Context: an optimization exercise on an open-source flow, tuned for small area, a short achievable clock period and few clock cycles. The choices shown serve that exercise and are no tape-out recipe. At most, simulation tests tie the RTL to the original design; equivalence was not proved. Power is estimated from default activity; no workload was simulated.

==> job 3975: inputs <==
// dsc_top
module dsc_top (
	input  logic clk,
	input  logic rst,
	input  logic start,
	input  logic S,
	input  logic first_par,
	input  logic [dsc_pkg::NOF_W-1:0] nof,
	input  logic [dsc_pkg::TILE_W-1:0] tox_n,
	input  logic [dsc_pkg::TILE_W-1:0] toy_n,
	input  logic signed [dsc_pkg::PX_W-1:0] fmint_data,
	input  logic signed [dsc_pkg::PX_W-1:0] fmo_data,
	input  logic signed [dsc_pkg::WG_W-1:0] kdw_data,
	input  logic signed [dsc_pkg::WG_W-1:0] kpw_data,
	input  logic [dsc_pkg::POS_W-1:0] kpw_pos,
	output logic [dsc_pkg::FMINT_AW-1:0] fmint_addr,
	output logic [dsc_pkg::FMO_AW-1:0] fmo_addr,
	output logic [dsc_pkg::KDW_AW-1:0] kdw_addr,
	output logic [dsc_pkg::KPW_AW-1:0] kpw_addr,
	output logic write,
	output logic finish,
	output logic signed [dsc_pkg::PX_W-1:0] res
);
	localparam int DW_LAT = 2;
	localparam int PW_LAT = 2;
	localparam int K_LAST = WIN_N - 1;
	logic       s_q;
	logic [2:0] nof_q;
	always_ff @(posedge clk) begin
		s_q   <= S;
		nof_q <= nof;
	end
	logic       busy;
	logic [4:0] k;
	logic [1:0] tx;
	logic [1:0] ty;
	logic       issued_last;
	logic       pix_seen;
	logic [7:0] step;
	logic       tx_end;
	logic       ty_end;
	logic st7, st61, stpx;
	logic [4:0] k_nx;
  ...
clock: 12.0 ns
lec_check: 0
cap_margin: 20
core_margin: 2
core_utilization: 40
slew_margin: 20
standard.sh (not shown) runs the stock make flow with config.mk's settings and CLKGATE_MAP_FILE= SYNTH_SCRIPT=/design/flow/synth_recipe.tcl, a recipe that flattens the netlist after the stock synthesis.
==> flow/flow/run.sh <==
#!/bin/bash
# Standard layout, with plain buffers (instead of delay cells) on the ports
set -e
export BUFFER_PORTS_ARGS="-buffer_cell sky130_fd_sc_hd__buf_2"
bash standard.sh > standard.log 2>&1
==> job 2275 (differences from job 3975) <==
Settings changed: CORE_UTILIZATION 40 to 65, CTS_BUF_LIST set to sky130_fd_sc_hd__clkbuf_16, CTS_CLUSTER_DIAMETER set to 100, CTS_CLUSTER_SIZE set to 30, PLACE_DENSITY set to 0.75.
==> comparison <==
Area after synthesis is the same in job 2275 and job 3975.
In register-to-register slack, job 3975 and job 2275 hardly differ.
Of job 2275 and job 3975, job 3975 has the higher routed wire length (gap 1.2%, measured against job 3975).
Fmax: job 2275 is larger than job 3975 (1.5%).
Of job 2275 and job 3975, job 2275 has the higher global-route usage (gap 9.0 points).
Against job 3975, the via count of job 2275 is larger by 0.50%.
Clock power: job 2275 is lower than job 3975 (about 44%).
==> figures <==
item	job 3975	job 2275
Net switching power of the design	2.08 mW	2.04 mW
Worst slew margin relative to its limit	38.1%	33.4%
Overall routed net length	27.0 mm	26.6 mm
Lkg Pwr	6.77 nW	6.51 nW
Final WS setup	8.32 ns	8.38 ns
Cell Rows	68	53
Timing endpoint of the critical path	kpw_addr[0]	kdw_addr[0]
Outcome	finished clean	finished clean
Data-path buffer share of cell area in the final layout	3.46%	3.54%
Power per standard cell area	317 nW/µm²	310 nW/µm²
Sequential power share	25.4%	27.4%
Ratio of layout area to synthesized area	1.123x	1.069x
Largest fanout on the critical path	9	11
Met2 usage in global routing	26.5%	43.6%
Pin count of the biggest net entering global routing	21	32
Function was not checked in any run of this note: the RTL went through the layout flow alone.


==> run K <==
dsc_top, a different RTL version from the one above (not shown whole).
export LEC_CHECK = 0
export CAP_MARGIN = 20
export CORE_MARGIN = 2
export CORE_UTILIZATION = 40
export SLEW_MARGIN = 20
create_clock -name core_clock -period 12.0 [get_ports {clk}]
run.sh (not shown) runs the stock make flow with config.mk's settings and CLKGATE_MAP_FILE= SYNTH_SCRIPT=/design/flow/synth_recipe.tcl, a recipe that flattens the netlist after the stock synthesis.
Stock flow here: none of the scripts above is used.
==> run M: changes against run K <==
--- a/flow/design.v
+++ b/flow/design.v
@@ -420,103 +420,142 @@
 	output logic signed [dsc_pkg::PX_W-1:0] res
 );
 	localparam int DW_LAT = 2;
 	localparam int PW_LAT = 2;
 	localparam int K_LAST = WIN_N - 1;
-	logic s_q;
-	always_ff @(posedge clk)
-		s_q <= S;
+	logic       s_q;
+	logic [2:0] nof_q;
+	always_ff @(posedge clk) begin
+		s_q   <= S;
+		nof_q <= nof;
+	end
 	logic       busy;
-	logic [4:0] k;
+	logic [4:0] k;      
 	logic [1:0] tx;
 	logic [1:0] ty;
 	logic       issued_last;
 	logic       pix_seen;
 	logic [7:0] step;
 	logic       tx_end;
 	logic       ty_end;
+	logic st7, st61, stpx;
+	logic [4:0] k_nx;
+	function automatic logic [4:0] wn(input logic [4:0] kk);
+		wn = 5'(K_LAST) - kk;
+	endfunction
+	assign k_nx = (k == 5'd0) ? 5'(K_LAST) : k - 5'd1;
+	always_ff @(posedge clk) begin
+		st7  <= wn(k_nx) == 5'd2 || wn(k_nx) == 5'd5 || wn(k_nx) == 5'd11 || wn(k_nx) == 5'd14;
+		st61 <= wn(k_nx) == 5'd8;
+		stpx <= wn(k_nx) == 5'(K_LAST);
+	end
 	always_comb begin
-		if (k == 5'(K_LAST)) begin
+		if (stpx) begin
 			if (!tx_end)
 				step = s_q ? 8'(2 - 101) : 8'(1 - 101);
 			else if (s_q)
 				step = 8'(18 - 101) - {5'd0, tx, 1'b0};
 			else
 				step = 8'(9 - 101) - {6'd0, tx};
-		end else if (k == 5'd8)
+		end else if (st61)
 			step = 8'd61;
-		else if (k == 5'd2 || k == 5'd5 || k == 5'd11 || k == 5'd14)
+		else if (st7)
 			step = 8'd7;
 		else
 			step = 8'd1;
 	end
 	always_ff @(posedge clk) begin
 		tx_end <= ({1'b0, tx} + 3'd1) == tox_n;
 		ty_end <= ({1'b0, ty} + 3'd1) == toy_n;
 	end
-	assign kdw_addr = k;
+	always_ff @(posedge clk or posedge rst) begin
+		if (rst)
+			kdw_addr <= '0;
+		else if (!busy)
+			kdw_addr <= start ? 5'd1 : 5'd0;
+		else if (finish || kdw_addr == 5'(K_LAST))
+			kdw_addr <= '0;
+		else
+			kdw_addr <= kdw_addr + 5'd1;
+	end
 	logic [3:0] q;
 	logic       plast;
 	logic       trig;
-	logic [3:0] q_end;
-	assign trig     = busy && pix_seen && (q == 4'd0) && (k == 5'(DW_LAT));
-	assign q_end    = {nof, 1'b0} + 4'(1 + PW_LAT);
-	assign kpw_addr = q[2:0];
+	logic k_trig, k_r0, k_r1, k_first;
+	always_ff @(posedge clk) begin
+		k_trig  <= wn(k_nx) == 5'(DW_LAT);
+		k_r0    <= wn(k_nx) == 5'(10 + DW_LAT);
+		k_r1    <= wn(k_nx) == 5'(1 + DW_LAT);
+		k_first <= wn(k_nx) == 5'(DW_LAT + 1) || wn(k_nx) == 5'(10 + DW_LAT);
+	end
+	assign trig     = busy && pix_seen && (q == 4'd0) && k_trig;
+	always_ff @(posedge clk or posedge rst) begin
+		if (rst)
+			kpw_addr <= '0;
+		else if (trig || kpw_addr != 3'd0)
+			kpw_addr <= kpw_addr + 3'd1;
+	end
 	logic [1:0] o_rd;
 	logic [1:0] o_wr;
 	logic       rd_set;
 	logic       wr_set;
-	assign o_rd   = q[2:1];
-	assign o_wr   = 2'(q[3:1] - 3'd2);
-	assign rd_set = q[0] && ({1'b0, q[3:1]} < {1'b0, nof});
-	assign wr_set = !q[0] && (q >= 4'd4) && ({1'b0, 3'(q[3:1] - 3'd2)} < {1'b0, nof});
+		logic [2:0] qh, qh_m1, qh_m2;
+	logic       q_last;
+	assign qh     = q[3:1];
+	assign qh_m1  = qh - 3'd1;
+	assign qh_m2  = qh - 3'd2;
+	assign o_rd   = qh[1:0];
+	assign o_wr   = qh_m2[1:0];
+	assign rd_set = q[0] && (qh < nof_q);
+	assign wr_set = !q[0] && (qh >= 3'd2) && (qh_m2 < nof_q);
+	assign q_last = q[0] && (qh_m1 == nof_q);
 	always_ff @(posedge clk or posedge rst) begin
 		if (rst) begin
 			busy       <= 1'b0;
-			k          <= '0;
+			k          <= 5'(K_LAST);
 			fmint_addr <= '0;
 			q          <= '0;
 			write      <= 1'b0;
 			finish     <= 1'b0;
 		end else begin
 			if (!busy) begin
-				k          <= '0;
+				k          <= 5'(K_LAST);
 				fmint_addr <= '0;
 				if (start) begin
 					busy       <= 1'b1;
-					k          <= 5'd1;
+					k          <= 5'(K_LAST - 1);
 					fmint_addr <= 8'd1;
 				end
 			end else if (finish) begin
 				busy       <= 1'b0;
-				k          <= '0;
+				k          <= 5'(K_LAST);
 				fmint_addr <= '0;
 			end else begin
 				fmint_addr <= fmint_addr + step;
-				k          <= (k == 5'(K_LAST)) ? '0 : k + 1'b1;
+				k          <= k_nx;
 			end
 			if (q == 4'd0) begin
 				if (trig)
 					q <= 4'd1;
-			end else if (q == q_end) begin
+			end else if (q_last) begin
 				q <= '0;
 			end else begin
 				q <= q + 1'b1;
 			end
 			write  <= wr_set;
-			finish <= (q != 4'd0) && (q == q_end - 4'd1) && plast;
+			finish <= !q[0] && (qh != 3'd0) && (qh_m1 == nof_q) && plast;
 		end
 	end
 	always_ff @(posedge clk) begin
 		if (!busy) begin
 			tx          <= '0;
 			ty          <= '0;
 			issued_last <= 1'b0;
 			pix_seen    <= 1'b0;
 			fmo_addr    <= '0;
 		end else begin
-			if (k == 5'(K_LAST)) begin
+			if (stpx) begin
 				pix_seen <= 1'b1;
 				if (tx_end) begin
 					tx <= '0;
 					ty <= ty + 1'b1;
 					if (ty_end)
@@ -527,11 +566,11 @@
 			end
 			if (rd_set)
 				fmo_addr[5:4] <= o_rd;
 			if (wr_set)
 				fmo_addr[5:4] <= o_wr;
-			if (q == q_end)
+			if (q_last)
 				fmo_addr[3:0] <= fmo_addr[3:0] + 1'b1;
 		end
 		if (trig)
 			plast <= issued_last;
 	end
@@ -555,11 +594,10 @@
 	logic dc7, dc7_q;
 	logic [PX_W-1:0] acc;
 	logic [PX_W-2:0] acc_relu;
 	logic [PX_W-2:0] r0;
 	logic [PX_W-2:0] r1;
-	logic acc_first;
 	always_ff @(posedge clk) begin
 		px_q <= fmint_data;
 		bd_q <= booth(kdw_data);
 	end
 	dsc_mac_s16 i_dw_pp (
@@ -568,25 +606,24 @@
 	);
 	always_ff @(posedge clk) begin
 		dya_q     <= dya;
 		dyb_q     <= dyb;
 		dc7_q     <= dc7;
-		acc_first <= (k == 5'(DW_LAT)) || (k == 5'(9 + DW_LAT));
-		acc       <= (acc_first ? '0 : acc) + dya_q + dyb_q + 16'(dc7_q);
+		acc       <= (k_first ? '0 : acc) + dya_q + dyb_q + 16'(dc7_q);
 	end
 	always_comb begin
 		if (acc[PX_W-1])
 			acc_relu = '0;
 		else if (acc >= PX_W'(RELU_MAX))
 			acc_relu = (PX_W-1)'(RELU_MAX);
 		else
 			acc_relu = acc[PX_W-2:0];
 	end
 	always_ff @(posedge clk) begin
-		if (k == 5'(10 + DW_LAT))
+		if (k_r0)
 			r0 <= acc_relu;
-		if (k == 5'(1 + DW_LAT))
+		if (k_r1)
 			r1 <= acc_relu;
 	end
 	logic [11:0] bp_q;
 	logic psel_q;
 	logic [PX_W-1:0] fmo_q;
==> flow/flow/run.sh (new file) <==
#!/bin/bash
# Standard layout, with plain buffers (instead of delay cells) on the ports
set -e
export BUFFER_PORTS_ARGS="-buffer_cell sky130_fd_sc_hd__buf_2"
bash standard.sh > standard.log 2>&1
==> flow/standard.sh (new file) <==
#!/bin/bash
# synth_recipe.tcl (not shown) runs the flow's synth.tcl, then flattens the netlist and writes it again
# the make line also repeats each setting of config.mk as NAME=value (left out here)
make -C /OpenROAD-flow-scripts/flow DESIGN_CONFIG=/design/flow/config.mk WORK_HOME=/design/flow/orfs CLKGATE_MAP_FILE= SYNTH_SCRIPT=/design/flow/synth_recipe.tcl "${@:-finish}"
--- a/flow/config.mk
+++ b/flow/config.mk
@@ -5,7 +5,11 @@
 export SDC_FILE = /design/flow/constraint.sdc
 export NUM_CORES = 4
 export LEC_CHECK = 0
 export CAP_MARGIN = 20
 export CORE_MARGIN = 2
-export CORE_UTILIZATION = 40
+export CORE_UTILIZATION = 65
+export CTS_BUF_LIST = sky130_fd_sc_hd__clkbuf_16
+export CTS_CLUSTER_DIAMETER = 100
+export CTS_CLUSTER_SIZE = 30
+export PLACE_DENSITY = 0.75
 export SLEW_MARGIN = 20
removed: flow/run.sh
==> run R: changes against run K <==
--- a/flow/design.v
+++ b/flow/design.v
@@ -420,103 +420,142 @@
 	output logic signed [dsc_pkg::PX_W-1:0] res
 );
 	localparam int DW_LAT = 2;
 	localparam int PW_LAT = 2;
 	localparam int K_LAST = WIN_N - 1;
-	logic s_q;
-	always_ff @(posedge clk)
-		s_q <= S;
+	logic       s_q;
+	logic [2:0] nof_q;
+	always_ff @(posedge clk) begin
+		s_q   <= S;
+		nof_q <= nof;
+	end
 	logic       busy;
-	logic [4:0] k;
+	logic [4:0] k;      
 	logic [1:0] tx;
 	logic [1:0] ty;
 	logic       issued_last;
 	logic       pix_seen;
 	logic [7:0] step;
 	logic       tx_end;
 	logic       ty_end;
+	logic st7, st61, stpx;
+	logic [4:0] k_nx;
+	function automatic logic [4:0] wn(input logic [4:0] kk);
+		wn = 5'(K_LAST) - kk;
+	endfunction
+	assign k_nx = (k == 5'd0) ? 5'(K_LAST) : k - 5'd1;
+	always_ff @(posedge clk) begin
+		st7  <= wn(k_nx) == 5'd2 || wn(k_nx) == 5'd5 || wn(k_nx) == 5'd11 || wn(k_nx) == 5'd14;
+		st61 <= wn(k_nx) == 5'd8;
+		stpx <= wn(k_nx) == 5'(K_LAST);
+	end
 	always_comb begin
-		if (k == 5'(K_LAST)) begin
+		if (stpx) begin
 			if (!tx_end)
 				step = s_q ? 8'(2 - 101) : 8'(1 - 101);
 			else if (s_q)
 				step = 8'(18 - 101) - {5'd0, tx, 1'b0};
 			else
 				step = 8'(9 - 101) - {6'd0, tx};
-		end else if (k == 5'd8)
+		end else if (st61)
 			step = 8'd61;
-		else if (k == 5'd2 || k == 5'd5 || k == 5'd11 || k == 5'd14)
+		else if (st7)
 			step = 8'd7;
 		else
 			step = 8'd1;
 	end
 	always_ff @(posedge clk) begin
 		tx_end <= ({1'b0, tx} + 3'd1) == tox_n;
 		ty_end <= ({1'b0, ty} + 3'd1) == toy_n;
 	end
-	assign kdw_addr = k;
+	always_ff @(posedge clk or posedge rst) begin
+		if (rst)
+			kdw_addr <= '0;
+		else if (!busy)
+			kdw_addr <= start ? 5'd1 : 5'd0;
+		else if (finish || kdw_addr == 5'(K_LAST))
+			kdw_addr <= '0;
+		else
+			kdw_addr <= kdw_addr + 5'd1;
+	end
 	logic [3:0] q;
 	logic       plast;
 	logic       trig;
-	logic [3:0] q_end;
-	assign trig     = busy && pix_seen && (q == 4'd0) && (k == 5'(DW_LAT));
-	assign q_end    = {nof, 1'b0} + 4'(1 + PW_LAT);
-	assign kpw_addr = q[2:0];
+	logic k_trig, k_r0, k_r1, k_first;
+	always_ff @(posedge clk) begin
+		k_trig  <= wn(k_nx) == 5'(DW_LAT);
+		k_r0    <= wn(k_nx) == 5'(10 + DW_LAT);
+		k_r1    <= wn(k_nx) == 5'(1 + DW_LAT);
+		k_first <= wn(k_nx) == 5'(DW_LAT + 1) || wn(k_nx) == 5'(10 + DW_LAT);
+	end
+	assign trig     = busy && pix_seen && (q == 4'd0) && k_trig;
+	always_ff @(posedge clk or posedge rst) begin
+		if (rst)
+			kpw_addr <= '0;
+		else if (trig || kpw_addr != 3'd0)
+			kpw_addr <= kpw_addr + 3'd1;
+	end
 	logic [1:0] o_rd;
 	logic [1:0] o_wr;
 	logic       rd_set;
 	logic       wr_set;
-	assign o_rd   = q[2:1];
-	assign o_wr   = 2'(q[3:1] - 3'd2);
-	assign rd_set = q[0] && ({1'b0, q[3:1]} < {1'b0, nof});
-	assign wr_set = !q[0] && (q >= 4'd4) && ({1'b0, 3'(q[3:1] - 3'd2)} < {1'b0, nof});
+		logic [2:0] qh, qh_m1, qh_m2;
+	logic       q_last;
+	assign qh     = q[3:1];
+	assign qh_m1  = qh - 3'd1;
+	assign qh_m2  = qh - 3'd2;
+	assign o_rd   = qh[1:0];
+	assign o_wr   = qh_m2[1:0];
+	assign rd_set = q[0] && (qh < nof_q);
+	assign wr_set = !q[0] && (qh >= 3'd2) && (qh_m2 < nof_q);
+	assign q_last = q[0] && (qh_m1 == nof_q);
 	always_ff @(posedge clk or posedge rst) begin
 		if (rst) begin
 			busy       <= 1'b0;
-			k          <= '0;
+			k          <= 5'(K_LAST);
 			fmint_addr <= '0;
 			q          <= '0;
 			write      <= 1'b0;
 			finish     <= 1'b0;
 		end else begin
 			if (!busy) begin
-				k          <= '0;
+				k          <= 5'(K_LAST);
 				fmint_addr <= '0;
 				if (start) begin
 					busy       <= 1'b1;
-					k          <= 5'd1;
+					k          <= 5'(K_LAST - 1);
 					fmint_addr <= 8'd1;
 				end
 			end else if (finish) begin
 				busy       <= 1'b0;
-				k          <= '0;
+				k          <= 5'(K_LAST);
 				fmint_addr <= '0;
 			end else begin
 				fmint_addr <= fmint_addr + step;
-				k          <= (k == 5'(K_LAST)) ? '0 : k + 1'b1;
+				k          <= k_nx;
 			end
 			if (q == 4'd0) begin
 				if (trig)
 					q <= 4'd1;
-			end else if (q == q_end) begin
+			end else if (q_last) begin
 				q <= '0;
 			end else begin
 				q <= q + 1'b1;
 			end
 			write  <= wr_set;
-			finish <= (q != 4'd0) && (q == q_end - 4'd1) && plast;
+			finish <= !q[0] && (qh != 3'd0) && (qh_m1 == nof_q) && plast;
 		end
 	end
 	always_ff @(posedge clk) begin
 		if (!busy) begin
 			tx          <= '0;
 			ty          <= '0;
 			issued_last <= 1'b0;
 			pix_seen    <= 1'b0;
 			fmo_addr    <= '0;
 		end else begin
-			if (k == 5'(K_LAST)) begin
+			if (stpx) begin
 				pix_seen <= 1'b1;
 				if (tx_end) begin
 					tx <= '0;
 					ty <= ty + 1'b1;
 					if (ty_end)
@@ -527,11 +566,11 @@
 			end
 			if (rd_set)
 				fmo_addr[5:4] <= o_rd;
 			if (wr_set)
 				fmo_addr[5:4] <= o_wr;
-			if (q == q_end)
+			if (q_last)
 				fmo_addr[3:0] <= fmo_addr[3:0] + 1'b1;
 		end
 		if (trig)
 			plast <= issued_last;
 	end
@@ -555,11 +594,10 @@
 	logic dc7, dc7_q;
 	logic [PX_W-1:0] acc;
 	logic [PX_W-2:0] acc_relu;
 	logic [PX_W-2:0] r0;
 	logic [PX_W-2:0] r1;
-	logic acc_first;
 	always_ff @(posedge clk) begin
 		px_q <= fmint_data;
 		bd_q <= booth(kdw_data);
 	end
 	dsc_mac_s16 i_dw_pp (
@@ -568,25 +606,24 @@
 	);
 	always_ff @(posedge clk) begin
 		dya_q     <= dya;
 		dyb_q     <= dyb;
 		dc7_q     <= dc7;
-		acc_first <= (k == 5'(DW_LAT)) || (k == 5'(9 + DW_LAT));
-		acc       <= (acc_first ? '0 : acc) + dya_q + dyb_q + 16'(dc7_q);
+		acc       <= (k_first ? '0 : acc) + dya_q + dyb_q + 16'(dc7_q);
 	end
 	always_comb begin
 		if (acc[PX_W-1])
 			acc_relu = '0;
 		else if (acc >= PX_W'(RELU_MAX))
 			acc_relu = (PX_W-1)'(RELU_MAX);
 		else
 			acc_relu = acc[PX_W-2:0];
 	end
 	always_ff @(posedge clk) begin
-		if (k == 5'(10 + DW_LAT))
+		if (k_r0)
 			r0 <= acc_relu;
-		if (k == 5'(1 + DW_LAT))
+		if (k_r1)
 			r1 <= acc_relu;
 	end
 	logic [11:0] bp_q;
 	logic psel_q;
 	logic [PX_W-1:0] fmo_q;
==> flow/flow/run.sh (new file) <==
#!/bin/bash
# Standard layout, with plain buffers (instead of delay cells) on the ports,
# and timing repair aiming at a tighter period than the clock's
set -e
export BUFFER_PORTS_ARGS="-buffer_cell sky130_fd_sc_hd__buf_2"
export SETUP_SLACK_MARGIN=8.6
bash standard.sh > standard.log 2>&1
==> flow/standard.sh (new file) <==
#!/bin/bash
# synth_recipe.tcl (not shown) runs the flow's synth.tcl, then flattens the netlist and writes it again
# the make line also repeats each setting of config.mk as NAME=value (left out here)
make -C /OpenROAD-flow-scripts/flow DESIGN_CONFIG=/design/flow/config.mk WORK_HOME=/design/flow/orfs CLKGATE_MAP_FILE= SYNTH_SCRIPT=/design/flow/synth_recipe.tcl "${@:-finish}"
--- a/flow/config.mk
+++ b/flow/config.mk
@@ -5,7 +5,11 @@
 export SDC_FILE = /design/flow/constraint.sdc
 export NUM_CORES = 4
 export LEC_CHECK = 0
 export CAP_MARGIN = 20
 export CORE_MARGIN = 2
-export CORE_UTILIZATION = 40
+export CORE_UTILIZATION = 65
+export CTS_BUF_LIST = sky130_fd_sc_hd__clkbuf_16
+export CTS_CLUSTER_DIAMETER = 100
+export CTS_CLUSTER_SIZE = 30
+export PLACE_DENSITY = 0.75
 export SLEW_MARGIN = 20
removed: flow/run.sh
==> qor summary <==
                                                                          run R           run M           run K
Start point of the critical path                                         finish          finish            k[2]
Power in combinational cells                                            3290 uW         3150 uW         2910 uW
Status                                                           finished clean  finished clean  finished clean
Fraction of registers with async set or reset after synthesis             11.7%           11.7%           8.97%
Horizontal extent of the die                                             154 um          154 um          190 um
GR Util met1                                                              29.8%           29.5%           18.4%
Routed wl met3                                                           969 um         1.03 mm         1.12 mm
Count of clock tree sinks                                                   240             240             223
Wire length of the first global-routing pass                            47.6 mm         46.9 mm         44.2 mm
Global placer's final weighted congestion                                 0.917           0.917           0.886
Clock latency reported for the late side of the worst-skew pair         0.49 ns         0.49 ns         0.53 ns
Via count of the first global-routing pass                                10100            9920            9220
Sequential cell area share                                                33.2%           33.7%           30.3%
Area of placed instances                                              15200 um2       15200 um2       15100 um2
Instance count of the mapped netlist                                       1388            1388            1322
Number of standard cells in the layout, taps in and fillers out            1759            1728            1862
Wirelength, routed                                                      28.5 mm         27.8 mm         26.2 mm
Flip-flop and latch count                                                   240             240             223
Switching fraction of total power                                         43.9%           44.1%           40.9%
Seq power                                                               1360 uW         1360 uW         1230 uW
Testbench counts of run M, summed over its fixed seeds: cycles 20,242.
Testbench counts of run R, summed over its fixed seeds: cycles 20,242.
No functional check of the RTL was part of run K.

## what the ideal ports hide
Ports are ideal in the flow. The routed layouts listed here were re-timed in OpenROAD. Step 1 (the two cells are an assumption about what drives the block):
set clk [get_ports {clk}]
set_driving_cell -lib_cell sky130_fd_sc_hd__clkbuf_16 $clk
set_driving_cell -lib_cell sky130_fd_sc_hd__buf_2 [delete_from_list [all_inputs] $clk]
Step 2, shift: input delay + t, output delay - t, t = (earliest + latest rising clock arrival at the registers) / 2. This alone moves slack from input paths to output paths. a / b / c = ideal / step 1 / step 2; a / b = the first two.
| run | shift t [ns] | setup WS [ns] | hold WS [ns] | latest minus earliest clock arrival (ns) | worst register clock-pin slew, ns |
|---|---|---|---|---|---|
| job 3975 | 0.575 | 8.321 / 8.277 / 8.702 | 0.445 / 0.445 / 0.445 | 0.011 / 0.010 | 0.06 / 0.06 |
| job 2275 | 0.518 | 8.375 / 8.331 / 8.492 | 0.448 / 0.448 / 0.448 | 0.026 / 0.025 | 0.11 / 0.11 |
| run K | 0.571 | 7.829 / 7.781 / 7.682 | 0.449 / 0.449 / 0.449 | 0.011 / 0.012 | 0.06 / 0.06 |
| run M | 0.522 | 8.479 / 8.435 / 8.604 | 0.441 / 0.441 / 0.441 | 0.030 / 0.030 | 0.12 / 0.12 |
| run R | 0.521 | 8.491 / 8.447 / 8.741 | 0.444 / 0.444 / 0.444 | 0.028 / 0.028 | 0.11 / 0.11 |
After both steps every run listed still meets setup and hold. The setup slack of run K, which loses most, moves by -0.048 ns with the drivers and by -0.147 ns with both steps.
